What follows belongs to an exercise in optimizing a design on an open flow for small area, a short achievable clock period and few clock cycles per item; a production flow would make more cautious choices.
Only simulation tests tie the RTL to the original design; equivalence was not proved.
Power and IR drop assume default switching activity.

===== flow/constraint.sdc =====
create_clock -name core_clock -period 4.5 [get_ports {aclk}]
set_input_delay 0.9000 -clock core_clock [delete_from_list [all_inputs] [get_ports {aclk}]]
set_output_delay 0.9000 -clock core_clock [all_outputs]
set_load 0.01 [all_outputs]

===== flow/config.mk =====
export PLATFORM = sky130hd
export DESIGN_NAME = scancode_to_char_buffer
export DESIGN_NICKNAME = scancode_to_char_buffer
export VERILOG_FILES = /design/flow/design.v
export SDC_FILE = /design/flow/constraint.sdc
export NUM_CORES = 4
export LEC_CHECK = 0
export CAP_MARGIN = 20
export CORE_MARGIN = 2
export CORE_UTILIZATION = 60
export CTS_CLUSTER_DIAMETER = 120
export CTS_CLUSTER_SIZE = 24
export SETUP_SLACK_MARGIN = 2.2
export SLEW_MARGIN = 20
export TNS_END_PERCENT = 10

===== flow/flow/run.sh =====
#!/bin/bash
# The standard layout, with the port buffers made as sky130_fd_sc_hd__buf_4
# instead of the default delay cell, which the footprint-matched resizer
# cannot swap for a faster buffer afterwards; the resizer may also change
# a cell for one of another footprint. Make's full output goes to
# flow_make.log; each ORFS step keeps its own log under orfs/logs/.
set -euo pipefail
export BUFFER_PORTS_ARGS="-buffer_cell sky130_fd_sc_hd__buf_4"
bash standard.sh "BUFFER_PORTS_ARGS=$BUFFER_PORTS_ARGS" MATCH_CELL_FOOTPRINT=0 finish > flow_make.log 2>&1

===== flow/standard.sh =====
#!/bin/bash
# synth_recipe.tcl (not shown) runs the flow's synth.tcl, then flattens the netlist and writes it again
# the make line also repeats each setting of config.mk as NAME=value (left out here)
make -C /OpenROAD-flow-scripts/flow DESIGN_CONFIG=/design/flow/config.mk WORK_HOME=/design/flow/orfs CLKGATE_MAP_FILE= SYNTH_SCRIPT=/design/flow/synth_recipe.tcl "${@:-finish}"

===== flow/design.v =====
package scb_pkg;
    localparam logic [6:0] CODE_LSHIFT = 7'h2A;
    localparam logic [6:0] CODE_RSHIFT = 7'h36;
    localparam logic [6:0] CODE_ALT    = 7'h38;
    localparam logic [2:0] REQ_SCAN  = 3'd0;
    localparam logic [2:0] REQ_READ  = 3'd1;
    localparam logic [2:0] REQ_ALT   = 3'd2;
    localparam logic [2:0] REQ_CLEAR = 3'd3;
    localparam logic [2:0] REQ_QUERY = 3'd4;
    function automatic logic [6:0] char_lookup(input logic [6:0] key, input logic shift);
        case ({shift, key})
            8'h01: char_lookup = 7'h1B;
            8'h02: char_lookup = 7'h31;
            8'h03: char_lookup = 7'h32;
            8'h04: char_lookup = 7'h33;
            8'h05: char_lookup = 7'h34;
            8'h06: char_lookup = 7'h35;
            8'h07: char_lookup = 7'h36;
            8'h08: char_lookup = 7'h37;
            8'h09: char_lookup = 7'h38;
            8'h0A: char_lookup = 7'h39;
            8'h0B: char_lookup = 7'h30;
            8'h0C: char_lookup = 7'h2D;
            8'h0D: char_lookup = 7'h3D;
            8'h0E: char_lookup = 7'h08;
            8'h0F: char_lookup = 7'h09;
            8'h10: char_lookup = 7'h71;
            8'h11: char_lookup = 7'h77;
            8'h12: char_lookup = 7'h65;
            8'h13: char_lookup = 7'h72;
            8'h14: char_lookup = 7'h74;
            8'h15: char_lookup = 7'h79;
            8'h16: char_lookup = 7'h75;
            8'h17: char_lookup = 7'h69;
            8'h18: char_lookup = 7'h6F;
            8'h19: char_lookup = 7'h70;
            8'h1A: char_lookup = 7'h5B;
            8'h1B: char_lookup = 7'h5D;
            8'h1C: char_lookup = 7'h0A;
            8'h1E: char_lookup = 7'h61;
            8'h1F: char_lookup = 7'h73;
            8'h20: char_lookup = 7'h64;
            8'h21: char_lookup = 7'h66;
            8'h22: char_lookup = 7'h67;
            8'h23: char_lookup = 7'h68;
            8'h24: char_lookup = 7'h6A;
            8'h25: char_lookup = 7'h6B;
            8'h26: char_lookup = 7'h6C;
            8'h27: char_lookup = 7'h3B;
            8'h28: char_lookup = 7'h27;
            8'h29: char_lookup = 7'h60;
            8'h2B: char_lookup = 7'h5C;
            8'h2C: char_lookup = 7'h7A;
            8'h2D: char_lookup = 7'h78;
            8'h2E: char_lookup = 7'h63;
            8'h2F: char_lookup = 7'h76;
            8'h30: char_lookup = 7'h62;
            8'h31: char_lookup = 7'h6E;
            8'h32: char_lookup = 7'h6D;
            8'h33: char_lookup = 7'h2C;
            8'h34: char_lookup = 7'h2E;
            8'h35: char_lookup = 7'h2F;
            8'h37: char_lookup = 7'h2A;
            8'h39: char_lookup = 7'h20;
            8'h48: char_lookup = 7'h26;
            8'h4A: char_lookup = 7'h2D;
            8'h4B: char_lookup = 7'h25;
            8'h4D: char_lookup = 7'h27;
            8'h4E: char_lookup = 7'h2B;
            8'h50: char_lookup = 7'h28;
            8'h81: char_lookup = 7'h1B;
            8'h82: char_lookup = 7'h21;
            8'h83: char_lookup = 7'h40;
            8'h84: char_lookup = 7'h23;
            8'h85: char_lookup = 7'h24;
            8'h86: char_lookup = 7'h25;
            8'h87: char_lookup = 7'h5E;
            8'h88: char_lookup = 7'h26;
            8'h89: char_lookup = 7'h2A;
            8'h8A: char_lookup = 7'h28;
            8'h8B: char_lookup = 7'h29;
            8'h8C: char_lookup = 7'h5F;
            8'h8D: char_lookup = 7'h2B;
            8'h8E: char_lookup = 7'h08;
            8'h8F: char_lookup = 7'h09;
            8'h90: char_lookup = 7'h51;
            8'h91: char_lookup = 7'h57;
            8'h92: char_lookup = 7'h45;
            8'h93: char_lookup = 7'h52;
            8'h94: char_lookup = 7'h54;
            8'h95: char_lookup = 7'h59;
            8'h96: char_lookup = 7'h55;
            8'h97: char_lookup = 7'h49;
            8'h98: char_lookup = 7'h4F;
            8'h99: char_lookup = 7'h50;
            8'h9A: char_lookup = 7'h7B;
            8'h9B: char_lookup = 7'h7D;
            8'h9C: char_lookup = 7'h0A;
            8'h9E: char_lookup = 7'h41;
            8'h9F: char_lookup = 7'h53;
            8'hA0: char_lookup = 7'h44;
            8'hA1: char_lookup = 7'h46;
            8'hA2: char_lookup = 7'h47;
            8'hA3: char_lookup = 7'h48;
            8'hA4: char_lookup = 7'h4A;
            8'hA5: char_lookup = 7'h4B;
            8'hA6: char_lookup = 7'h4C;
            8'hA7: char_lookup = 7'h3A;
            8'hA8: char_lookup = 7'h22;
            8'hA9: char_lookup = 7'h7E;
            8'hAB: char_lookup = 7'h7C;
            8'hAC: char_lookup = 7'h5A;
            8'hAD: char_lookup = 7'h58;
            8'hAE: char_lookup = 7'h43;
            8'hAF: char_lookup = 7'h56;
            8'hB0: char_lookup = 7'h42;
            8'hB1: char_lookup = 7'h4E;
            8'hB2: char_lookup = 7'h4D;
            8'hB3: char_lookup = 7'h3C;
            8'hB4: char_lookup = 7'h3E;
            8'hB5: char_lookup = 7'h3F;
            8'hB7: char_lookup = 7'h2A;
            8'hB9: char_lookup = 7'h20;
            8'hCA: char_lookup = 7'h2D;
            8'hCE: char_lookup = 7'h2B;
            default: char_lookup = 7'h00;
        endcase
    endfunction
endpackage
import scb_pkg::*;
module scancode_to_char_buffer (
    input  logic        aclk,
    input  logic        aresetn,
    input  logic        s_tvalid,
    output logic        s_tready,
    input  logic [15:0] s_tdata,
    input  logic [2:0]  s_tuser,
    output logic        m_tvalid,
    input  logic        m_tready,
    output logic [15:0] m_tdata
);
    logic         shift_reg, alt_reg;
    logic [127:0] keymap;
    logic [7:0]   wptr, rptr;
    logic [5:0]   gnext;             
    logic [6:0]   wchar_q;
    logic [7:0]   wd;
    logic [15:0]  wd_lo, wd_hi;
    logic         pend_head;         
    logic [7:0]   gnext_lo, gnext_hi;  
    logic [255:0][6:0] ring;
    logic [6:0]   grp_cur [0:3];
    logic [6:0]   grp_nxt [0:3];
    logic        out_valid, skid_valid, s1_valid, s_rdy;
    logic [10:0] out_data, skid_data, s1_res;
    logic [7:0]  s1_kp;
    logic [2:0]  s1_khi;
    logic fire;
    assign s_tready = s_rdy;
    assign fire     = s_tvalid && s_rdy;
    logic [6:0] key;
    logic       brk, is_shift, is_alt;
    logic       k_scan, k_read, k_alt, k_clear, k_query;
    assign key      = s_tdata[6:0];
    assign brk      = s_tdata[7];
    assign is_shift = (key == CODE_LSHIFT) || (key == CODE_RSHIFT);
    assign is_alt   = (key == CODE_ALT);
    assign k_scan   = (s_tuser == REQ_SCAN);
    assign k_read   = (s_tuser == REQ_READ);
    assign k_alt    = (s_tuser == REQ_ALT);
    assign k_clear  = (s_tuser == REQ_CLEAR);
    assign k_query  = (s_tuser == REQ_QUERY);
    logic       empty, full;
    logic [7:0] wptr_inc, rptr_inc;
    logic       wr, rd, adv, gcross, clr;
    logic [6:0] wchar;
    assign wptr_inc = wptr + 8'd1;
    assign rptr_inc = rptr + 8'd1;
    assign wr       = fire && k_scan && !brk && !is_shift && !is_alt;
    assign rd       = fire && k_read && !empty;
    assign adv      = rd || (wr && full);
    assign gcross   = adv && (rptr[1:0] == 2'd3);
    assign clr      = fire && k_clear;
    assign wchar    = scb_pkg::char_lookup(key, shift_reg);
    logic [7:0] kp;
    always_comb begin
        for (int h = 0; h < 8; h++) begin
            kp[h] = k_query && keymap[{3'(h), s_tdata[11:8]}];
        end
    end
    logic [10:0] res;
    always_comb begin
        res = '0;
        if (k_read && !empty) begin
            res[6:0] = pend_head ? wchar_q : grp_cur[rptr[1:0]];
            res[7]   = 1'b1;
        end
        res[8]  = k_alt && alt_reg;
        res[10] = k_scan && !brk && is_alt;
    end
    logic [10:0] fin;
    always_comb begin
        fin    = s1_res;
        fin[9] = s1_kp[s1_khi];
    end
    logic pop, out_free, s1_to_out, s1_to_skid;
    logic out_valid_n, skid_valid_n, s1_valid_n;
    assign pop        = out_valid && m_tready;
    assign out_free   = !out_valid || pop;
    assign s1_to_out  = s1_valid && out_free && !skid_valid;
    assign s1_to_skid = s1_valid && (out_free ? skid_valid : !skid_valid);
    assign out_valid_n  = out_free ? (skid_valid || s1_valid) : 1'b1;
    assign skid_valid_n = out_free ? (skid_valid && s1_valid) : (skid_valid || s1_valid);
    assign s1_valid_n   = fire || (s1_valid && !s1_to_out && !s1_to_skid);
    logic [63:0][27:0] groups;
    logic [3:0][6:0]   nxt_rd;
    assign groups = ring;
    always_comb begin
        nxt_rd = '0;
        for (int j = 0; j < 64; j++) begin
            nxt_rd = nxt_rd | (groups[j] & {28{gnext_hi[j / 8] && gnext_lo[j % 8]}});
        end
    end
    always_ff @(posedge aclk) begin
        for (int i = 0; i < 256; i++) begin
            if (wd_hi[i / 16] && wd_lo[i % 16]) ring[i] <= wchar_q;
        end
        for (int s = 0; s < 4; s++) begin
            if (wd == {gnext, 2'(s)}) grp_nxt[s] <= wchar_q;
            else grp_nxt[s] <= nxt_rd[s];
            if (gcross) begin
                if (wd == {gnext, 2'(s)}) grp_cur[s] <= wchar_q;
                else grp_cur[s] <= grp_nxt[s];
            end else if (wd == {rptr[7:2], 2'(s)}) begin
                grp_cur[s] <= wchar_q;
            end
        end
        wchar_q <= wchar;
        wd      <= wptr;
        for (int i = 0; i < 16; i++) begin
            wd_lo[i] <= (wptr[3:0] == 4'(i));
            wd_hi[i] <= (wptr[7:4] == 4'(i));
        end
        if (out_free) out_data <= skid_valid ? skid_data : fin;
        if (s1_to_skid) skid_data <= fin;
        if (s_rdy) begin
            s1_res <= res;
            s1_kp  <= kp;
            s1_khi <= s_tdata[14:12];
        end
    end
    always_ff @(posedge aclk) begin
        if (!aresetn) begin
            shift_reg  <= 1'b0;
            alt_reg    <= 1'b0;
            keymap     <= '0;
            wptr       <= '0;
            pend_head  <= 1'b0;
            rptr       <= '0;
            empty      <= 1'b1;
            full       <= 1'b0;
            gnext      <= 6'd1;
            gnext_lo   <= 8'd2;
            gnext_hi   <= 8'd1;
            out_valid  <= 1'b0;
            skid_valid <= 1'b0;
            s1_valid   <= 1'b0;
            s_rdy      <= 1'b1;
        end else begin
            if (fire && k_scan) begin
                keymap[key] <= !brk;
                if (is_shift) shift_reg <= !brk;
                if (is_alt && !brk) alt_reg <= 1'b1;
            end
            if (fire && k_alt) alt_reg <= 1'b0;
            pend_head <= wr && empty;
            if (clr) begin
                empty <= 1'b1;
                full  <= 1'b0;
            end else if (wr) begin
                empty <= 1'b0;
                if (!full) full <= (wptr_inc + 8'd1 == rptr);
            end else if (rd) begin
                empty <= (rptr_inc == wptr);
                full  <= 1'b0;
            end
            if (clr) begin
                wptr     <= '0;
                rptr     <= '0;
                gnext    <= 6'd1;
                gnext_lo <= 8'd2;
                gnext_hi <= 8'd1;
            end else begin
                if (wr) wptr <= wptr_inc;
                if (adv) rptr <= rptr_inc;
                if (gcross) begin
                    gnext    <= gnext + 6'd1;
                    gnext_lo <= {gnext_lo[6:0], gnext_lo[7]};
                    if (gnext_lo[7]) gnext_hi <= {gnext_hi[6:0], gnext_hi[7]};
                end
            end
            out_valid  <= out_valid_n;
            skid_valid <= skid_valid_n;
            s1_valid   <= s1_valid_n;
            s_rdy      <= !(out_valid_n && skid_valid_n && s1_valid_n);
        end
    end
    assign m_tvalid = out_valid;
    assign m_tdata  = {4'b0, out_data[10:7], 1'b0, out_data[6:0]};
endmodule

==> impl_metrics.ini, run 1 <==
[status]
run_status = finished clean

[timing]
grt_setup_unrepaired = yes
worst_pin_slew_ns = 1.31
min_period_over_period_pct = 56.6
period_needed_ns = 2.55
max_freq_ghz = 0.393
finalHoldViolCount = 0
setup_viol = 0
finalMaxSlewViolations = 0
setup_slack_ns = 1.95
timing.setup.tns_ns = 0
max_slew_margin_pct = 12.2
fin_skew_ns = 0.0365

[clock_tree]
clk_pin_slew_worst_paths_ns = 0.10
worstSkewPairLatency_ns = 0.77
cts_root_buf = clkbuf_16
postCtsHoldBufs = 0
cts_tree = done
cts_made_buffers = 98
clock_path_buffers = 3
htreeDepth = 3
cts_sinks = 2113

[global_route]
top_usage_layer = met2
track_usage_pct = 40.3
grt_pass1_wl_um = 396000
met2_usage_pct = 60.3
grt_max_degree = 124
use_met1_pct = 56.8
gr-total-overflow = 0
grt_pass1_vias = 50478
antenna_found_initial = 10
use_met3_pct = 9.66

[setup_path]
cp_max_fo = 17
critPathBufInv = 1
cp_top_family = simple AND/OR/NAND/NOR gates
start_kind = flop
cp_slowest_stage_delay_ns = 0.54
path_cells = buf_12 > a22oi_1 > o22ai_2 > a221oi_2 > or4b_4 > nor4_4 > a21oi_2
worstSetupEndpointType = flop
cp_slowest_cell = or4b_4
arrival_ns = 3.20
worstSetupPathType = flop to flop
crit_required_ns = 5.16

[layout]
largest_register = ring
fin_nets = 5502
largest_reg_flops = 1792
reg.largest.list = ring (1792), keymap (128)
syn2layout_area_growth_pct = 11.7
drive_gt1_share_pct = 16.2
layout_commonest_cell = edfxtp_1
layout_common_cells = edfxtp_1, a22oi_1, buf_4
final_area_um2 = 91800
final_util_pct = 67.7

[detailed_routing]
finalWirelength_um = 293000
dr.pass1.iters = 7
viasPerCell = 7.55
drt_iter0_markers = 10278
drcViolationCount = 0
ant_nets = 0
dr_total_vias = 55208
drt-wirelength-per-cell_um = 40.1

[worst_hold_path]
min_path_type = input port to flop

[die]
core_area_um2 = 136000
ios = 41
dieArea_um2 = 140000
die_w_um = 374
std_cell_rows = 135
die_y_um = 374
initial_core_util_pct = 60.5

[placed_design]
dpl-instance-area_um2 = 84800
pre_cts_ws_ns = 0.643
place.gp.congestion = 0.929
io_buffers = 34
dp_hpwl_um = 170000

[logic_synthesis]
synth_largest_area_cell = edfxtp_1
synth_edf_count = 1863
synth_cell_types = 85
yosys.area.top_type_share_pct = 68.1
ys_async_sr_fraction_pct = 0
synth_cells = 5365
synthTopCellsByArea = edfxtp_1, dfxtp_1, a22oi_1
ys_ff_latch = 2113
yosys_warnings = 3
ys_seq_area_share_pct = 74.2
ys.flop_type = edfxtp_1
avgSynthCellArea_um2 = 15.3
syn_area_um2 = 82100

[power]
total_power_mw = 32.9
powerDensity_nw_per_um2 = 358
vdd_drop_max_uv = 395
leakage_nw = 29.2

[flow_run]
drv_cap = 0
## routing by layer
layer	vias to the layer above	part of all wire [%]
met5	-	0.025
li1	21740	-
met4	8	5.4
met1	27906	36
met2	4795	44
met3	759	14
## stage by stage
stage	hold slack (ns)	instances
after global routing	0.302	7301
final	0.332	7317
after floorplan	0.329	5369
after detailed placement	0.434	6938
after CTS	0.301	7210
after global placement	0.431	6938
## layout make-up
class / count / area [µm²]
clock inverter: 5 / 88.8
multi-input combinational: 2792 / 20800
sequential: 2113 / 61100
tap: 1781 / 2230
inverter: 32 / 188
clock buffer: 156 / 2730
timing repair buffer: 417 / 4650
fill: 9352 / 43900
antenna: 21 / 52.6
## power by group
| part | switching, mW | leakage [nW] | internal [mW] |
|---|---|---|---|
| Combinational | 0.696 | 7.91 | 0.226 |
| Sequential | 0.145 | 19.9 | 21.5 |
| Clock | 6.08 | 1.35 | 4.23 |
## cell usage after synthesis (all sizes together) (56+ instances only)
cell type / number
edfxtp: 1863
a22oi: 496
clkbuf: 293
and2: 283
dfxtp: 250
a21oi: 238
nor2: 237
nand2: 208
buf: 141
nand3: 131
a222oi: 121
a22o: 114
o21ai: 85
o22ai: 83
a32o: 71
a32oi: 59
nor3: 56
## kinds of logic (layout without fill, tap and decap cells)
logic type / Yosys count / count (layout) / synth area share, %
flops: 2113 / 2113 / 74.2
compound gates: 1485 / 1485 / 13.5
simple gates: 1119 / 1121 / 7.19
buf+inv: 466 / 610 / 2.22
mux: 91 / 91 / 1.81
xor+xnor: 64 / 64 / 0.683
fa+ha+maj: 26 / 26 / 0.393
other cells: 1 / 26 / 0.00457
## final timing paths
| check | startpoint | endpoint | slack (ns) | cells after the start |
|---|---|---|---|---|
| min | s_tdata[13] | s1_khi[1]$_DFFE_PP_ | 0.33 | 1 |
| max | gnext_lo[2]$_SDFFE_PP0P_ | grp_nxt[2][2]$_DFF_P_ | 1.95 | 7 |
| max reg2reg | gnext_lo[2]$_SDFFE_PP0P_ | grp_nxt[2][2]$_DFF_P_ | 1.95 | 7 |
| min reg2reg | s1_res[2]$_SDFFCE_PN0P_ | skid_data[2]$_DFFE_PP_ | 0.45 | 0 |
## repair_timing
item / in CTS / in global routing
gates resized for setup: 264 / 136
pin swaps: 82 / 79
gates cloned: 7 / 16
setup buffers: 104 / 70
setup endpoints to repair: 232 / 225
Testbench counts, summed over its fixed seeds: cycles 16,016, items 16,000.
==> run 2, diff against run 1 <==
--- a/flow/config.mk
+++ b/flow/config.mk
@@ -13,3 +13,3 @@
 export SETUP_SLACK_MARGIN = 2.2
 export SLEW_MARGIN = 20
-export TNS_END_PERCENT = 10
+export TNS_END_PERCENT = 30
==> run 2 against run 1 <==
Effect of this change:
- still clean on timing, DRC and antenna
- sequential share of layout area down 0.48 points
- largest cell class unchanged
- largest power group unchanged
- sequential cell count unchanged
- final cell count up 0.34%
==> impl_metrics.ini, run 2 <==
[timing]
timing.setup.tns_ns = 0
period_needed_ns = 2.57
max_freq_ghz = 0.388
finalHoldViolCount = 0
worst_pin_slew_ns = 1.31
setup_viol = 0
max_slew_margin_pct = 12.6
min_period_over_period_pct = 57.2
grt_setup_unrepaired = yes
fin_skew_ns = 0.0400
finalMaxSlewViolations = 0

[setup_path]
regToRegSetupSlack_ns = 1.93
cp_slowest_cell = dfxtp_4
arrival_ns = 3.24
start_kind = flop
cp_slowest_stage_delay_ns = 0.49
cp_top_family = simple AND/OR/NAND/NOR gates
rr_startpoint = gnext_hi[6]$_SDFFE_PP0P_
crit_required_ns = 5.16
cp_max_fo = 10
startpoint = gnext_hi[6]$_SDFFE_PP0P_
critPathBufInv = 2
regToRegEndpoint = grp_nxt[1][2]$_DFF_P_
worstSetupEndpointType = flop
worstSetupPathType = flop to flop
path_cells = buf_8 > buf_4 > a22o_1 > nand2_1 > o21ai_0 > nor4_2 > nand4_1 > mux2_4
reg2reg_depth = 8

[clock_tree]
cts_sinks = 2113
clock_path_buffers = 3
cts_made_buffers = 98
clk_pin_slew_worst_paths_ns = 0.10
worstSkewPairLatency_ns = 0.78
htreeDepth = 3
cts_root_buf = clkbuf_16
postCtsHoldBufs = 0
cts_tree = done

[placed_design]
io_buffers = 34
dp_hpwl_um = 170000
place.gp.congestion = 0.929
dp.cells = 6938

[logic_synthesis]
syn_area_um2 = 82100
synth_edf_count = 1863
yosys_warnings = 3
yosys.area.top_type_share_pct = 68.1
ys_ff_latch = 2113
ys_async_sr_fraction_pct = 0
avgSynthCellArea_um2 = 15.3
ys.flop_type = edfxtp_1
ys_seq_area_share_pct = 74.2
synth_cell_types = 85
synth.most_common_cell = edfxtp_1
synth_largest_area_cell = edfxtp_1
synthTopCellsByArea = edfxtp_1, dfxtp_1, a22oi_1
synthTopCellsByCount = edfxtp_1, a22oi_1, clkbuf_1, and2_1, dfxtp_1
synth_cells = 5365

[worst_hold_path]
min_path_type = input port to flop
hold_start = s_tdata[13]
whs_endpoint = s1_khi[1]$_DFFE_PP_
hold_path_depth = 1

[layout]
largest_reg_flops = 1792
syn2layout_area_growth_pct = 12.5
largest_register = ring
stdcell_count = 7342
drive_gt1_share_pct = 17.1
fin_nets = 5535
layout_commonest_cell = edfxtp_1
layout_common_cells = edfxtp_1, a22oi_1, buf_4
reg.largest.list = ring (1792), keymap (128)
fill_cells = 9240

[die]
dieArea_um2 = 140000
initial_core_util_pct = 60.5
std_cell_rows = 135
die_w_um = 374
die_y_um = 374
ios = 41
core_area_um2 = 136000

[global_route]
grt_pass1_wl_um = 399000
gr-total-overflow = 0
antenna_found_initial = 10
grt_max_degree = 124
track_usage_pct = 40.6
grt_pass1_vias = 50711

[power]
pwr-share-comb_pct = 2.8
intPower_mw = 25.9
leakage_nw = 29.4
switching_share_pct = 21.1
p_switching_mw = 6.94
p_clk_share_pct = 31.4
vdd_drop_max_uv = 396
total_power_mw = 32.9
seqPwrFrac_pct = 65.8
powerDensity_nw_per_um2 = 356

[flow_run]
drv_cap = 0

[detailed_routing]
drt-wirelength-per-cell_um = 40.1
ant_nets = 0
finalWirelength_um = 294000
drt_iter0_markers = 10282
drcViolationCount = 0
viasPerCell = 7.56
dr_total_vias = 55502
dr.pass1.iters = 10

[status]
run_status = finished clean
run 2: cell counts after synthesis:
No cell type changed its count.
run 2: through the flow:
stage	cell area [µm²]	utilization (%)	hold WS (ns)	worst slack [ns]
finish	92400	68.1	0.331	1.93
global route	92400	68.1	0.301	1.99
CTS	90600	66.8	0.301	2.02
detailed placement	84800	62.5	0.434	0.643
global placement	84800	62.5	0.431	0.662
floorplan	82300	-	0.329	1.49
run 2: cell type report:
cell class | instances | area (µm²) | area share [%]
multi-input cells | 2792 | 21000 | 22.7
clock buffers | 156 | 2730 | 2.96
diodes | 13 | 32.5 | 0.0352
flip-flops and latches | 2113 | 61100 | 66.1
well taps | 1781 | 2230 | 2.41
clock inverters | 5 | 88.8 | 0.0961
inverters | 32 | 194 | 0.210
repair buffers | 450 | 5140 | 5.56
run 2: routing by layer:
| layer | vias up | part of all wire (%) | global-route usage (%) |
|---|---|---|---|
| met4 | 2 | 5.7 | 18.0 |
| met3 | 859 | 14 | 9.98 |
| li1 | 21788 | - | - |
| met5 | - | 0.0051 | 0 |
| met1 | 28061 | 36 | 57.1 |
| met2 | 4792 | 44 | 60.8 |
run 2: power by group through the flow:
stage	Combinational [mW]	Clock [mW]	Sequential [mW]
after floorplan	0.293	0	22.2
after global placement	0.819	0	22.1
after detailed placement	0.839	0	22.1
after CTS	0.882	10.2	21.6
after global routing	0.965	10.9	21.6
final	0.921	10.3	21.6
run 2: worst max path at each step:
| stage | to | slack [ns] | cells after the start |
|---|---|---|---|
| detailed placement | keymap[53]$_SDFFE_PN0P_ | 0.64 | 10 |
| finish | grp_nxt[1][2]$_DFF_P_ | 1.93 | 8 |
| global placement | keymap[57]$_SDFFE_PN0P_ | 0.66 | 10 |
| CTS | grp_nxt[3][1]$_DFF_P_ | 2.02 | 7 |
| global route | grp_nxt[0][1]$_DFF_P_ | 1.99 | 10 |
| floorplan | keymap[61]$_SDFFE_PN0P_ | 1.49 | 11 |
run 2: cell families after synthesis:
group	share of synthesized area, %
DFF	74.2
buffers and inverters	2.22
other	0.00457
muxes	1.81
adders and majority gates	0.393
xor gates and xnor gates	0.683
and+or+nand+nor	7.19
AOI/OAI and AO/OA	13.5
run 2: timing repair:
action	4_1_cts	5_1_grt
endpoints found under the hold margin	0	0
gates resized for setup	299	170
endpoints found under the setup margin	232	231
cloned	12	12
buffers inserted	123	82
pin swaps	98	93
==> run 3, diff against run 2 <==
--- a/flow/design.v
+++ b/flow/design.v
@@ -148,5 +148,8 @@
     logic [15:0]  wd_lo, wd_hi;
     logic         pend_head;         
-    logic [7:0]   gnext_lo, gnext_hi;  
+    logic [63:0]  gsel;              
+    logic [7:0]   cnt;               
+    logic         kw_en, kw_val;
+    logic [6:0]   kw_key;
     logic [255:0][6:0] ring;
     logic [6:0]   grp_cur [0:3];
@@ -186,5 +189,6 @@
     always_comb begin
         for (int h = 0; h < 8; h++) begin
-            kp[h] = k_query && keymap[{3'(h), s_tdata[11:8]}];
+            if (kw_en && kw_key == {3'(h), s_tdata[11:8]}) kp[h] = k_query && kw_val;
+            else kp[h] = k_query && keymap[{3'(h), s_tdata[11:8]}];
         end
     end
@@ -219,5 +223,5 @@
         nxt_rd = '0;
         for (int j = 0; j < 64; j++) begin
-            nxt_rd = nxt_rd | (groups[j] & {28{gnext_hi[j / 8] && gnext_lo[j % 8]}});
+            nxt_rd = nxt_rd | (groups[j] & {28{gsel[j]}});
         end
     end
@@ -237,4 +241,6 @@
         end
         wchar_q <= wchar;
+        kw_key  <= key;
+        kw_val  <= !brk;
         wd      <= wptr;
         for (int i = 0; i < 16; i++) begin
@@ -261,6 +267,7 @@
             full       <= 1'b0;
             gnext      <= 6'd1;
-            gnext_lo   <= 8'd2;
-            gnext_hi   <= 8'd1;
+            gsel       <= 64'd2;
+            cnt        <= '0;
+            kw_en      <= 1'b0;
             out_valid  <= 1'b0;
             skid_valid <= 1'b0;
@@ -269,19 +276,25 @@
         end else begin
             if (fire && k_scan) begin
-                keymap[key] <= !brk;
                 if (is_shift) shift_reg <= !brk;
                 if (is_alt && !brk) alt_reg <= 1'b1;
             end
             if (fire && k_alt) alt_reg <= 1'b0;
+            kw_en <= fire && k_scan;
+            if (kw_en) keymap[kw_key] <= kw_val;
             pend_head <= wr && empty;
             if (clr) begin
                 empty <= 1'b1;
                 full  <= 1'b0;
+                cnt   <= '0;
             end else if (wr) begin
                 empty <= 1'b0;
-                if (!full) full <= (wptr_inc + 8'd1 == rptr);
+                if (!full) begin
+                    full <= (cnt == 8'd254);
+                    cnt  <= cnt + 8'd1;
+                end
             end else if (rd) begin
-                empty <= (rptr_inc == wptr);
+                empty <= (cnt == 8'd1);
                 full  <= 1'b0;
+                cnt   <= cnt - 8'd1;
             end
             if (clr) begin
@@ -289,6 +302,5 @@
                 rptr     <= '0;
                 gnext    <= 6'd1;
-                gnext_lo <= 8'd2;
-                gnext_hi <= 8'd1;
+                gsel     <= 64'd2;
             end else begin
                 if (wr) wptr <= wptr_inc;
@@ -296,6 +308,5 @@
                 if (gcross) begin
                     gnext    <= gnext + 6'd1;
-                    gnext_lo <= {gnext_lo[6:0], gnext_lo[7]};
-                    if (gnext_lo[7]) gnext_hi <= {gnext_hi[6:0], gnext_hi[7]};
+                    gsel     <= {gsel[62:0], gsel[63]};
                 end
             end
--- a/flow/config.mk
+++ b/flow/config.mk
@@ -8,8 +8,8 @@
 export CAP_MARGIN = 20
 export CORE_MARGIN = 2
-export CORE_UTILIZATION = 60
+export CORE_UTILIZATION = 70
 export CTS_CLUSTER_DIAMETER = 120
 export CTS_CLUSTER_SIZE = 24
 export SETUP_SLACK_MARGIN = 2.2
 export SLEW_MARGIN = 20
-export TNS_END_PERCENT = 30
+export TNS_END_PERCENT = 10
==> run 3 against run 2 <==
Effect of this change:
- still clean
- sequential cell count increased by 65
- global-route usage increased by 7.9 points
- combinational power decreased by 0.8%
- count of clock-buffer cells in the layout increased by 15
- non-clock buffer count decreased by 186
- synthesized cell count decreased by 2.2%
- sequential share of layout area increased by 4.0 points
- hold slack got worse by 0.029 ns
- setup slack got worse by 0.17 ns
- final area decreased by 3.5%
- clock power about the same
- power increased by 2.2%
==> impl_metrics.ini, run 3 <==
[logic_synthesis]
ys_seq_area_share_pct = 75.7
synthTopCellsByArea = edfxtp_1, dfxtp_1, a22oi_1
yosys_warnings = 3
synth_edf_count = 1863
yosys.area.top_type_share_pct = 68.0
synth_largest_area_cell = edfxtp_1
syn_area_um2 = 82300
ys_ff_latch = 2178
synth_cell_types = 69
ys.flop_type = edfxtp_1
synth.most_common_cell = edfxtp_1
synthTopCellsByCount = edfxtp_1, a22oi_1, dfxtp_1, clkbuf_1, and2_1
synth_cells = 5246
ys_async_sr_fraction_pct = 0
avgSynthCellArea_um2 = 15.7

[layout]
reg.largest.list = ring (1792), keymap (128), gsel (64)
fill_cells = 6804
syn2layout_area_growth_pct = 8.47
layout_common_cells = edfxtp_1, a22oi_1, and2_1
regArea_um2 = 62500
multiInputGateArea_um2 = 19300
final_util_pct = 76.7
layout_commonest_cell = edfxtp_1
fin_nets = 5285
largest_register = ring
drive_gt1_share_pct = 12.3
largest_reg_flops = 1792

[setup_path]
worstSetupEndpointType = flop
cp_slowest_cell = nor3_1
start_kind = flop
arrival_ns = 3.32
crit_required_ns = 5.08
regToRegEndpoint = grp_nxt[2][4]$_DFF_P_
regToRegSetupSlack_ns = 1.76
rr_startpoint = gsel[3]$_SDFFE_PP0P_
cp_slowest_stage_delay_ns = 0.67
reg2reg_depth = 5
cp_max_fo = 13
worstSetupPathType = flop to flop
path_cells = buf_6 > a221oi_2 > nand4_1 > nor3_1 > a31oi_1

[global_route]
track_usage_pct = 48.5
grt_max_degree = 116
grt_pass1_wl_um = 399000
gr-total-overflow = 0
grt_pass1_vias = 50743
antenna_found_initial = 24

[status]
run_status = finished clean

[detailed_routing]
drt-wirelength-per-cell_um = 43.2
viasPerCell = 8.04
dr_total_vias = 55112
drt_iter0_markers = 11649
dr.pass1.iters = 7
ant_nets = 0
finalWirelength_um = 296000
drcViolationCount = 0

[timing]
timing.setup.tns_ns = 0
min_period_over_period_pct = 60.9
grt_setup_unrepaired = yes
setup_slack_ns = 1.76
worst_pin_slew_ns = 1.31
period_needed_ns = 2.74
fin_skew_ns = 0.0365
max_freq_ghz = 0.365
finalHoldViolCount = 0
max_slew_margin_pct = 12.7
finalMaxSlewViolations = 0
setup_viol = 0

[clock_tree]
cts_made_buffers = 100
clock_path_buffers = 3
cts_tree = done
cts_root_buf = clkbuf_16
clk_pin_slew_worst_paths_ns = 0.10
htreeDepth = 3
worstSkewPairLatency_ns = 0.77
cts_sinks = 2178

[flow_run]
drv_cap = 0

[placed_design]
place.gp.congestion = 1.02
pre_cts_ws_ns = 0.483
io_buffers = 34
dp_hpwl_um = 186000

[die]
die_y_um = 347
ios = 41
die_w_um = 347
core_area_um2 = 116000
initial_core_util_pct = 70.7
std_cell_rows = 125
dieArea_um2 = 120000

[power]
vdd_drop_max_uv = 561
powerDensity_nw_per_um2 = 377
leakage_nw = 29.5

[worst_hold_path]
hold_start = s_tdata[14]
whs_endpoint = s1_khi[2]$_DFFE_PP_
hold_path_depth = 1
min_path_type = input port to flop
run 3: per-stage QoR:
stage	cell area (µm²)	power [mW]	std cells	hold slack, ns
floorplan	82300	23.1	5250	0.329
global placement	84500	23.5	6599	0.410
detailed placement	84500	23.5	6599	0.408
CTS	88200	33.4	6798	0.291
global route	89200	34.1	6839	0.289
finish	89200	33.6	6857	0.302
run 3: kinds of logic (layout without fill, tap and decap cells):
group	Yosys count	after routing	share of synthesized area, %
compound gates	1401	1401	12.8
xor+xnor	45	45	0.479
fa+ha+maj	28	28	0.423
buf+inv	412	470	1.97
flops	2178	2178	75.7
mux	99	99	1.80
other cells	1	29	0.00456
simple gates	1082	1083	6.88
run 3: layer usage:
layer / global-route usage (%) / wire [µm]
met5: 1.44 / 505
met3: 21.6 / 56000
met2: 68.0 / 123000
met1: 63.6 / 93700
met4: 27.0 / 23300
run 3: what timing repair did:
action                                  4_1_cts  5_1_grt
hold buffers                                  0        0
setup buffers                                18       30
endpoints found under the setup margin      308      348
pin swaps                                     7       18
gates resized for setup                     120      139
gates cloned                                  5        5
run 3: layout make-up:
type	count	share of cell area (%)
Antenna cell	24	0.0673
Clock buffer	171	3.13
Clock inverter	5	0.0785
Inverter	30	0.143
Multi-Input combinational cell	2661	21.6
Sequential cell	2178	70.0
Tap cell	1524	2.14
Timing Repair Buffer	264	2.82
run 3: worst max path at each step:
stage / from / depth (start not counted) / slack [ns] / endpoint
floorplan: s_tuser[1] / 9 / 1.22 / grp_cur[1][0]$_DFFE_PP_
global placement: s_tuser[1] / 7 / 0.51 / grp_cur[1][1]$_DFFE_PP_
detailed placement: s_tuser[1] / 8 / 0.48 / gsel[3]$_SDFFE_PP0P_
CTS: gsel[23]$_SDFFE_PP0P_ / 5 / 1.90 / grp_nxt[0][6]$_DFF_P_
global route: s_rdy$_SDFF_PN1_ / 6 / 1.85 / gsel[12]$_SDFFE_PP0P_
finish: gsel[3]$_SDFFE_PP0P_ / 5 / 1.76 / grp_nxt[2][4]$_DFF_P_
run 3: report_power, final:
| group | internal, mW | switching [mW] | total (mW) |
|---|---|---|---|
| sequential | 22.1 | 0.177 | 22.3 |
| clock | 4.28 | 6.16 | 10.4 |
| combinational | 0.213 | 0.701 | 0.914 |
run 3: critical path, delay by kind of cell (launching register included):
kind,cells,cell delay [ns]
compound gates,2,0.89
simple gates,2,0.82
flops,1,0.53
buf+inv,1,0.32
Testbench counts of run 3, summed over its fixed seeds: cycles 16,016, items 16,000.
==> run 4, diff against run 3 <==
--- a/flow/config.mk
+++ b/flow/config.mk
@@ -8,5 +8,5 @@
 export CAP_MARGIN = 20
 export CORE_MARGIN = 2
-export CORE_UTILIZATION = 70
+export CORE_UTILIZATION = 60
 export CTS_CLUSTER_DIAMETER = 120
 export CTS_CLUSTER_SIZE = 24
==> run 4 against run 3 <==
Effect of this change:
- utilization is 11 points lower
- count of clock-buffer cells in the layout is 2 lower
- die area is 16% higher
- sequential share of layout area is 0.056 points lower
- non-clock buffer count stayed put
- critical path type unchanged
- critical endpoint is now grp_nxt[1][1]$_DFF_P_
==> impl_metrics.ini, run 4 <==
[power]
total_power_mw = 33.8
seqPwrFrac_pct = 65.9
vdd_drop_max_uv = 414
p_switching_mw = 7.16
intPower_mw = 26.6
p_clk_share_pct = 31.4
leakage_nw = 29.4
powerDensity_nw_per_um2 = 378
switching_share_pct = 21.2
pwr-share-comb_pct = 2.7

[logic_synthesis]
synthMuxAreaShare_pct = 1.80
synth-compound-area-share_pct = 12.8
synthAdderAreaFrac_pct = 0.423
ys_seq_area_share_pct = 75.7
synth-xor-area-share_pct = 0.479
synth_top_family_by_area = compound AO/OA/AOI/OAI gates
ys_ff_latch = 2178
synth_cell_types = 69
yosys.area.top_type_share_pct = 68.0
synth.most_common_cell = edfxtp_1
synth_largest_area_cell = edfxtp_1
syn_area_um2 = 82300
ys_async_sr_fraction_pct = 0
avgSynthCellArea_um2 = 15.7
synthTopCellsByCount = edfxtp_1, a22oi_1, dfxtp_1, clkbuf_1, and2_1
yosys_warnings = 3
synthSimpleGateAreaFrac_pct = 6.88
ys.flop_type = edfxtp_1
synth_edf_count = 1863
synth_cells = 5246
synthTopCellsByArea = edfxtp_1, dfxtp_1, a22oi_1

[timing]
setup_slack_ns = 1.83
finalMaxSlewViolations = 0
finalHoldViolCount = 0
fin_skew_ns = 0.0345
max_slew_margin_pct = 12.0
setup_viol = 0
grt_setup_unrepaired = yes
fin_hold_ws_ns = 0.295
timing.setup.tns_ns = 0
min_period_over_period_pct = 59.2
max_freq_ghz = 0.375
period_needed_ns = 2.67
worst_pin_slew_ns = 1.32

[worst_hold_path]
hold_start = s_tdata[3]
min_path_type = input port to flop

[detailed_routing]
drcViolationCount = 0
viasPerCell = 7.66
dr.pass1.iters = 9
ant_nets = 0
finalWirelength_um = 307000
dr_total_vias = 54458
drt_iter0_markers = 10869
drt-wirelength-per-cell_um = 43.2

[layout]
reg.largest.list = ring (1792), keymap (128), gsel (64)
stdcell_count = 7107
final_area_um2 = 89300
layout_commonest_cell = edfxtp_1
drive_gt1_share_pct = 11.9
syn2layout_area_growth_pct = 8.54
largest_reg_flops = 1792
largest_register = ring
final_util_pct = 65.7
fin_nets = 5286
layout_common_cells = edfxtp_1, a22oi_1, and2_1
fill_cells = 9596

[setup_path]
cp_max_fo = 24
crit_required_ns = 5.08
start_kind = flop
worstSetupEndpointType = flop
rr_startpoint = gsel[16]$_SDFFE_PP0P_
arrival_ns = 3.25
startpoint = gsel[16]$_SDFFE_PP0P_
worstSetupPathType = flop to flop

[placed_design]
dpl-instance-area_um2 = 84900
pre_cts_ws_ns = 0.568
io_buffers = 34
dp_hpwl_um = 193000
dp.cells = 6862
place.gp.congestion = 0.961

[clock_tree]
htreeDepth = 3
cts_root_buf = clkbuf_16
cts_sinks = 2178
cts_made_buffers = 100
cts_tree = done
clk_pin_slew_worst_paths_ns = 0.10
clock_path_buffers = 3
postCtsHoldBufs = 0
worstSkewPairLatency_ns = 0.78

[die]
dieArea_um2 = 140000
initial_core_util_pct = 60.6
die_y_um = 374
core_area_um2 = 136000
die_w_um = 374
ios = 41
std_cell_rows = 135

[global_route]
gr-total-overflow = 0
grt_max_degree = 127
antenna_found_initial = 20
track_usage_pct = 43.2
grt_pass1_wl_um = 413000
grt_pass1_vias = 49483

[status]
run_status = finished clean

[flow_run]
drv_cap = 0
run 4: cell counts after synthesis:
No cell type changed its count.
run 4: cell type report:
type                            count  area, µm²  area share, %
Multi-Input combinational cell   2662      19200           21.5
Inverter                           30        124          0.139
Tap cell                         1781       2230           2.50
Antenna cell                       18       45.0         0.0505
Sequential cell                  2178      62500           70.0
Clock inverter                      5       53.8         0.0603
Timing Repair Buffer              264       2360           2.64
Clock buffer                      169       2830           3.16
run 4: worst paths after layout:
path	slack, ns	cells after the start	to
setup / recovery	1.83	6	grp_nxt[1][1]$_DFF_P_
hold / removal	0.30	1	kw_key[3]$_DFF_P_
setup reg to reg	1.83	6	grp_nxt[1][1]$_DFF_P_
hold reg to reg	0.44	0	wd[1]$_DFF_P_
run 4: power by group through the flow:
stage / clock network, mW / logic, mW / registers (mW)
2_1_floorplan: 0 / 0.297 / 22.8
3_3_place_gp: 0 / 0.811 / 22.7
3_5_place_dp: 0 / 0.834 / 22.7
4_1_cts: 10.5 / 0.869 / 22.2
5_1_grt: 11.1 / 0.964 / 22.2
6_report: 10.6 / 0.918 / 22.2
run 4: layer usage:
layer / part of all wire [%] / vias up / GRT usage (%)
met5: 0.036 / - / 0.103
met3: 16 / 902 / 14.0
met1: 36 / 27664 / 59.9
li1: - / 21007 / -
met2: 43 / 4867 / 62.1
met4: 5.9 / 18 / 20.8
run 4: cell families after synthesis:
family / count (synthesis)
adders and majority gates: 28
xor gates and xnor gates: 45
DFF: 2178
other: 1
muxes: 99
and+or+nand+nor: 1082
buffers and inverters: 412
AOI/OAI and AO/OA: 1401
run 4: repair_timing:
action | CTS | global route
hold endpoints to repair | 0 | 0
buffers inserted | 18 | 26
pin swaps | 8 | 9
resized for setup | 97 | 109
setup endpoints to repair | 328 | 329
gates cloned | 3 | 5
run 4: worst max-delay path, cell delays in order, from the launching register on:
cell	delay, ns
dfxtp_4	0.56
buf_4	0.33
a22o_1	0.24
a221oi_1	0.46
nand4_1	0.19
nor3_1	0.41
a31oi_1	0.26
==> run 5, diff against run 4 <==
--- a/flow/design.v
+++ b/flow/design.v
@@ -183,5 +183,6 @@
     assign rd       = fire && k_read && !empty;
     assign adv      = rd || (wr && full);
-    assign gcross   = adv && (rptr[1:0] == 2'd3);
+    logic       rl_ne, rl_full;
+    assign gcross   = (rd && rl_ne) || (wr && rl_full);
     assign clr      = fire && k_clear;
     assign wchar    = scb_pkg::char_lookup(key, shift_reg);
@@ -274,4 +275,6 @@
             s1_valid   <= 1'b0;
             s_rdy      <= 1'b1;
+            rl_ne      <= 1'b0;
+            rl_full    <= 1'b0;
         end else begin
             if (fire && k_scan) begin
@@ -284,4 +287,13 @@
             pend_head <= wr && empty;
             if (clr) begin
+                rl_ne   <= 1'b0;
+                rl_full <= 1'b0;
+            end else begin
+                rl_ne   <= (adv ? (rptr[1:0] == 2'd2) : (rptr[1:0] == 2'd3))
+                           && !(rd ? (cnt == 8'd1) : (empty && !wr));
+                rl_full <= (adv ? (rptr[1:0] == 2'd2) : (rptr[1:0] == 2'd3))
+                           && (wr ? (full || cnt == 8'd254) : (full && !rd));
+            end
+            if (clr) begin
                 empty <= 1'b1;
                 full  <= 1'b0;
==> run 5 against run 4 <==
Effect of this change:
- highest routed layer unchanged
- still clean
- utilization rose by 0.79 points
- critical endpoint is now ring[1169]$_DFFE_PP_
- sequential share of layout area down 1.5 points
- largest power group unchanged
- routed wire length rose by 0.29%
- via count up 0.75%
==> impl_metrics.ini, run 5 <==
[logic_synthesis]
synthTopCellsByCount = edfxtp_1, a22oi_1, dfxtp_1, clkbuf_1, and2_1
synthSimpleGateAreaFrac_pct = 6.84
synth.most_common_cell = edfxtp_1
synthTopCellsByArea = edfxtp_1, dfxtp_1, a22oi_1
ys_ff_latch = 2180
yosys_warnings = 3
ys.flop_type = edfxtp_1
synth-compound-area-share_pct = 13.3
yosys.area.top_type_share_pct = 67.5
synth_edf_count = 1863
ys_seq_area_share_pct = 75.2
syn_area_um2 = 82900
ys_async_sr_fraction_pct = 0
synth-xor-area-share_pct = 0.317
avgSynthCellArea_um2 = 15.8
synthAdderAreaFrac_pct = 0.374
synth_cells = 5259
synthMuxAreaShare_pct = 2.03
synth_cell_types = 90
synth_top_family_by_area = compound AO/OA/AOI/OAI gates
synth_largest_area_cell = edfxtp_1

[clock_tree]
htreeDepth = 3
cts_root_buf = clkbuf_16
clock_path_buffers = 3
cts_made_buffers = 100
postCtsHoldBufs = 0
cts_sinks = 2180
cts_tree = done
clk_pin_slew_worst_paths_ns = 0.11
worstSkewPairLatency_ns = 0.80

[placed_design]
dpl-instance-area_um2 = 85600
place.gp.congestion = 0.946
dp_hpwl_um = 188000
io_buffers = 34

[setup_path]
regToRegEndpoint = ring[1169]$_DFFE_PP_
path_cells = buf_4 > and2_1
worstSetupPathType = flop to flop
startpoint = wd_hi[10]$_DFF_P_
cp_max_fo = 12
reg2reg_depth = 2
arrival_ns = 3.01
start_kind = flop
worstSetupEndpointType = flop
cp_slowest_cell = dfxtp_1
crit_required_ns = 4.91
critPathBufInv = 1
cp_top_family = flip-flops
rr_startpoint = wd_hi[10]$_DFF_P_
cp_slowest_stage_delay_ns = 1.16
regToRegSetupSlack_ns = 1.89

[layout]
reg.largest.list = ring (1792), keymap (128), gsel (64)
largest_register = ring
fill_cells = 9502
syn2layout_area_growth_pct = 10.3
largest_reg_flops = 1792
layout_common_cells = edfxtp_1, a22oi_1, buf_4
regArea_um2 = 62500
multiInputGateArea_um2 = 20300
final_area_um2 = 91400
drive_gt1_share_pct = 15.3
fin_nets = 5382
layout_commonest_cell = edfxtp_1

[worst_hold_path]
min_path_type = input port to flop
whs_endpoint = s1_khi[2]$_DFFE_PP_
hold_start = s_tdata[14]
hold_path_depth = 1

[timing]
fin_skew_ns = 0.0484
period_needed_ns = 2.61
max_freq_ghz = 0.384
max_slew_margin_pct = 16.9
finalHoldViolCount = 0
worst_pin_slew_ns = 1.25
timing.setup.tns_ns = 0
grt_setup_unrepaired = yes
min_period_over_period_pct = 57.9
finalMaxSlewViolations = 0
setup_viol = 0

[detailed_routing]
drt-wirelength-per-cell_um = 42.8
dr_total_vias = 54866
viasPerCell = 7.63
drcViolationCount = 0
finalWirelength_um = 308000
dr.pass1.iters = 8
ant_nets = 0
drt_iter0_markers = 10270

[global_route]
grt_pass1_wl_um = 412000
track_usage_pct = 43.0
antenna_found_initial = 20
grt_pass1_vias = 49604
grt_max_degree = 156
gr-total-overflow = 0

[die]
initial_core_util_pct = 60.3
dieArea_um2 = 141000
die_w_um = 376
std_cell_rows = 136
core_area_um2 = 137000
ios = 41
die_y_um = 376

[power]
vdd_drop_max_uv = 445
p_clk_share_pct = 31.2
intPower_mw = 26.6
p_switching_mw = 7.21
switching_share_pct = 21.3
powerDensity_nw_per_um2 = 370
leakage_nw = 29.1
seqPwrFrac_pct = 65.8
pwr-share-comb_pct = 3.0

[status]
run_status = finished clean

[flow_run]
drv_cap = 0
-- run 5: changes by cell type after synthesis, moves of 21 or more --
| cell | change |
|---|---|
| nand2_1 | -28 |
| xor2_1 | -24 |
| a21boi_0 | +32 |
| a22oi_1 | -64 |
| o211ai_1 | -55 |
| o21ai_0 | -36 |
| mux2_1 | -21 |
| mux2_2 | +25 |
| a221oi_1 | +29 |
| a22o_1 | +28 |
-- run 5: repair_timing --
item | CTS | global route
buffers inserted | 85 | 68
pin swaps | 34 | 47
gates cloned | 1 | 6
gates resized for setup | 198 | 110
setup endpoints to repair | 311 | 331
-- run 5: how the worst max path moves through the flow --
stage / endpoint / slack (ns) / depth (start not counted)
after floorplan: grp_cur[0][0]$_DFFE_PP_ / 1.72 / 10
after CTS: grp_cur[3][6]$_DFFE_PP_ / 2.05 / 6
final: ring[1169]$_DFFE_PP_ / 1.89 / 2
after global routing: keymap[90]$_SDFFE_PN0P_ / 2.00 / 8
after detailed placement: gsel[4]$_SDFFE_PP0N_ / 0.92 / 9
after global placement: grp_cur[3][4]$_DFFE_PP_ / 0.96 / 6
-- run 5: metal layers --
layer	share of wire, %	global-route usage (%)	wire length (µm)	vias to the layer above
met4	6.0	20.3	18500	20
met3	15	12.9	47400	909
li1	-	-	-	21354
met5	0.035	0	109	-
met2	43	62.4	133000	4803
met1	35	59.9	109000	27780
-- run 5: cell families after synthesis --
| group | Yosys count |
|---|---|
| simple gates | 1063 |
| fa+ha+maj | 25 |
| compound gates | 1433 |
| xor+xnor | 30 |
| flops | 2180 |
| other cells | 1 |
| buf+inv | 410 |
| mux | 117 |
-- run 5: cell type report --
| cell class | count | share of cell area, % |
|---|---|---|
| diodes | 17 | 0.0466 |
| clock buffers | 145 | 2.95 |
| clock inverters | 6 | 0.152 |
| inverters | 27 | 0.129 |
| multi-input cells | 2676 | 22.2 |
| flip-flops and latches | 2180 | 68.5 |
| well taps | 1794 | 2.46 |
| repair buffers | 350 | 3.59 |
-- run 5: worst reg2reg max path, cell delays in order, from the launching register on --
cell and delay, ns:
dfxtp_1 1.16, buf_4 0.35, and2_1 0.74
-- run 5: per-stage QoR --
stage / utilization, % / setup slack, ns / total power [mW] / instances / hold slack (ns)
floorplan: - / 1.72 / 23.2 / 5263 / 0.329
detailed placement: 62.3 / 0.920 / 23.6 / 6867 / 0.438
global placement: 62.3 / 0.964 / 23.6 / 6866 / 0.428
global route: 66.5 / 2.00 / 34.4 / 7180 / 0.260
finish: 66.5 / 1.89 / 33.8 / 7195 / 0.281
CTS: 65.6 / 2.05 / 33.7 / 7104 / 0.249
-- run 5: power by group through the flow --
| stage | clock [mW] | sequential (mW) | combinational (mW) |
|---|---|---|---|
| CTS | 10.5 | 22.2 | 0.917 |
| global route | 11.1 | 22.3 | 1.06 |
| global placement | 0 | 22.7 | 0.843 |
| floorplan | 0 | 22.8 | 0.336 |
| finish | 10.6 | 22.3 | 1.01 |
| detailed placement | 0 | 22.7 | 0.867 |
Testbench counts of run 5, summed over its fixed seeds: cycles 16,016, items 16,000.
==> run 6, diff against run 5 <==
--- a/flow/config.mk
+++ b/flow/config.mk
@@ -13,3 +13,3 @@
 export SETUP_SLACK_MARGIN = 2.2
 export SLEW_MARGIN = 20
-export TNS_END_PERCENT = 10
+export TNS_END_PERCENT = 30
==> run 6 against run 5 <==
Effect of this change:
- still clean on timing, DRC and antenna
- synthesized area unchanged
- synthesized cell count unchanged
- power about the same
- die area did not move
- combinational power is essentially flat
- global-route usage rose by 0.12 points
- sequential cell count stayed put
- routed wire length increased by 0.24%
- critical path type unchanged
==> impl_metrics.ini, run 6 <==
[timing]
fin_skew_ns = 0.0481
min_period_over_period_pct = 58.2
max_freq_ghz = 0.382
worst_pin_slew_ns = 1.26
timing.setup.tns_ns = 0
finalMaxSlewViolations = 0
setup_viol = 0
period_needed_ns = 2.62
setup_slack_ns = 1.88
finalHoldViolCount = 0
fin_hold_ws_ns = 0.285
max_slew_margin_pct = 15.6
grt_setup_unrepaired = yes

[clock_tree]
postCtsHoldBufs = 0
worstSkewPairLatency_ns = 0.80
clk_pin_slew_worst_paths_ns = 0.11
cts_made_buffers = 100
cts_sinks = 2180
cts_tree = done
clock_path_buffers = 3
cts_root_buf = clkbuf_16
htreeDepth = 3

[layout]
layout_commonest_cell = edfxtp_1
final_util_pct = 66.9
final_area_um2 = 91900
stdcell_count = 7211
syn2layout_area_growth_pct = 10.9
layout_common_cells = edfxtp_1, a22oi_1, buf_4
largest_register = ring
largest_reg_flops = 1792
drive_gt1_share_pct = 16.0
fin_nets = 5403
reg.largest.list = ring (1792), keymap (128), gsel (64)

[detailed_routing]
viasPerCell = 7.62
drt-wirelength-per-cell_um = 42.8
dr.pass1.iters = 6
drt_iter0_markers = 10419
drcViolationCount = 0
finalWirelength_um = 309000
ant_nets = 0
dr_total_vias = 54949

[die]
ios = 41
die_y_um = 376
core_area_um2 = 137000
dieArea_um2 = 141000
die_w_um = 376
std_cell_rows = 136
initial_core_util_pct = 60.3

[logic_synthesis]
synth_cell_types = 90
synth_largest_area_cell = edfxtp_1
avgSynthCellArea_um2 = 15.8
synth_edf_count = 1863
synth.most_common_cell = edfxtp_1
synthTopCellsByArea = edfxtp_1, dfxtp_1, a22oi_1
ys_seq_area_share_pct = 75.2
syn_area_um2 = 82900
yosys_warnings = 3
ys.flop_type = edfxtp_1
ys_ff_latch = 2180
ys_async_sr_fraction_pct = 0
yosys.area.top_type_share_pct = 67.5
synth_cells = 5259
synthTopCellsByCount = edfxtp_1, a22oi_1, dfxtp_1, clkbuf_1, and2_1

[placed_design]
dp.cells = 6867
place.gp.congestion = 0.946
dp_hpwl_um = 188000
pre_cts_ws_ns = 0.920
dpl-instance-area_um2 = 85600
io_buffers = 34

[power]
vdd_drop_max_uv = 451
total_power_mw = 33.8
leakage_nw = 29.3
powerDensity_nw_per_um2 = 368

[worst_hold_path]
min_path_type = input port to flop

[global_route]
track_usage_pct = 43.1
gr-total-overflow = 0
grt_pass1_vias = 49637
met2_usage_pct = 62.4
grt_max_degree = 156
antenna_found_initial = 17
grt_pass1_wl_um = 413000
use_met3_pct = 13.1
use_met1_pct = 60.1
top_usage_layer = met2

[setup_path]
worstSetupEndpointType = flop
crit_required_ns = 4.91
start_kind = flop
worstSetupPathType = flop to flop
cp_max_fo = 12
arrival_ns = 3.03

[flow_run]
drv_cap = 0

[status]
run_status = finished clean
[run 6: cell counts after synthesis]
Identical to the previous run, type by type.
[run 6: where the power goes]
part           leakage [nW]  internal [mW]  switching [mW]
registers              19.8           22.1           0.158
logic                  8.17          0.239           0.764
clock network          1.36           4.27            6.30
[run 6: logic make-up after synthesis]
logic type	count (synthesis)	share of synthesized area, %
compound gates	1433	13.3
xor+xnor	30	0.317
fa+ha+maj	25	0.374
buf+inv	410	1.94
flops	2180	75.2
mux	117	2.03
other cells	1	0.00453
simple gates	1063	6.84
[run 6: worst max-delay path, cell delays in order, from the launching register on]
cell and delay [ns]:
dfxtp_1 1.17, buf_4 0.34, and2_1 0.74
[run 6: area by class of cell]
| class | count | area (µm²) |
|---|---|---|
| diodes | 12 | 30.0 |
| clock buffers | 145 | 2690 |
| clock inverters | 6 | 139 |
| fillers | 9462 | 45500 |
| inverters | 27 | 118 |
| multi-input cells | 2676 | 20500 |
| flip-flops and latches | 2180 | 62600 |
| well taps | 1794 | 2240 |
| repair buffers | 371 | 3560 |
[run 6: final timing paths]
check / slack, ns / to / startpoint / depth (start not counted)
setup / recovery: 1.88 / ring[1169]$_DFFE_PP_ / wd_hi[10]$_DFF_P_ / 2
hold / removal: 0.28 / s1_khi[2]$_DFFE_PP_ / s_tdata[14] / 1
setup reg to reg: 1.88 / ring[1169]$_DFFE_PP_ / wd_hi[10]$_DFF_P_ / 2
hold reg to reg: 0.45 / wd[1]$_DFF_P_ / wptr[1]$_SDFFE_PP0P_ / 0
[run 6: routing by layer]
layer	wire length (µm)	vias to the layer above	part of all wire (%)
li1	-	21364	-
met2	133000	4855	43
met4	18300	20	5.9
met5	135	-	0.044
met3	48000	885	16
met1	109000	27825	35
[run 6: what timing repair did]
item,CTS,global route
pin swaps,39,41
gates cloned,3,6
setup endpoints to repair,311,328
gates resized for setup,238,114
buffers inserted,99,73

[re-timing with driven ports]
The flow's constraints put no driver on any port. The routed layouts listed below were extracted and timed again, unchanged, in two steps. Step 1: set_driving_cell puts a clkbuf_16 on aclk and a buf_2 on each other input, an assumption about the parent block. Step 2 moves the port delays by t, midway between the first and last clock arrival at a register: inputs arrive t later, outputs are due t later. That takes back most of the time a late clock gives input paths. Three values: ideal, step 1, step 2; two values: the first two.
run	shift t [ns]	setup WS [ns]	cell pins on the clock port's net
run 1	0.835	1.953 / 1.953 / 1.217	1
run 2	0.843	1.926 / 1.926 / 1.251	1
run 3	0.841	1.759 / 1.759 / 1.066	1
run 4	0.853	1.835 / 1.835 / 1.170	1
run 5	0.861	1.893 / 1.893 / 1.265	1
run 6	0.859	1.880 / 1.880 / 1.339	1
After both steps every run listed still meets setup and hold. For run 1, which loses most, drivers alone change the setup slack by 0.000 ns; drivers and shift together by -0.736 ns.
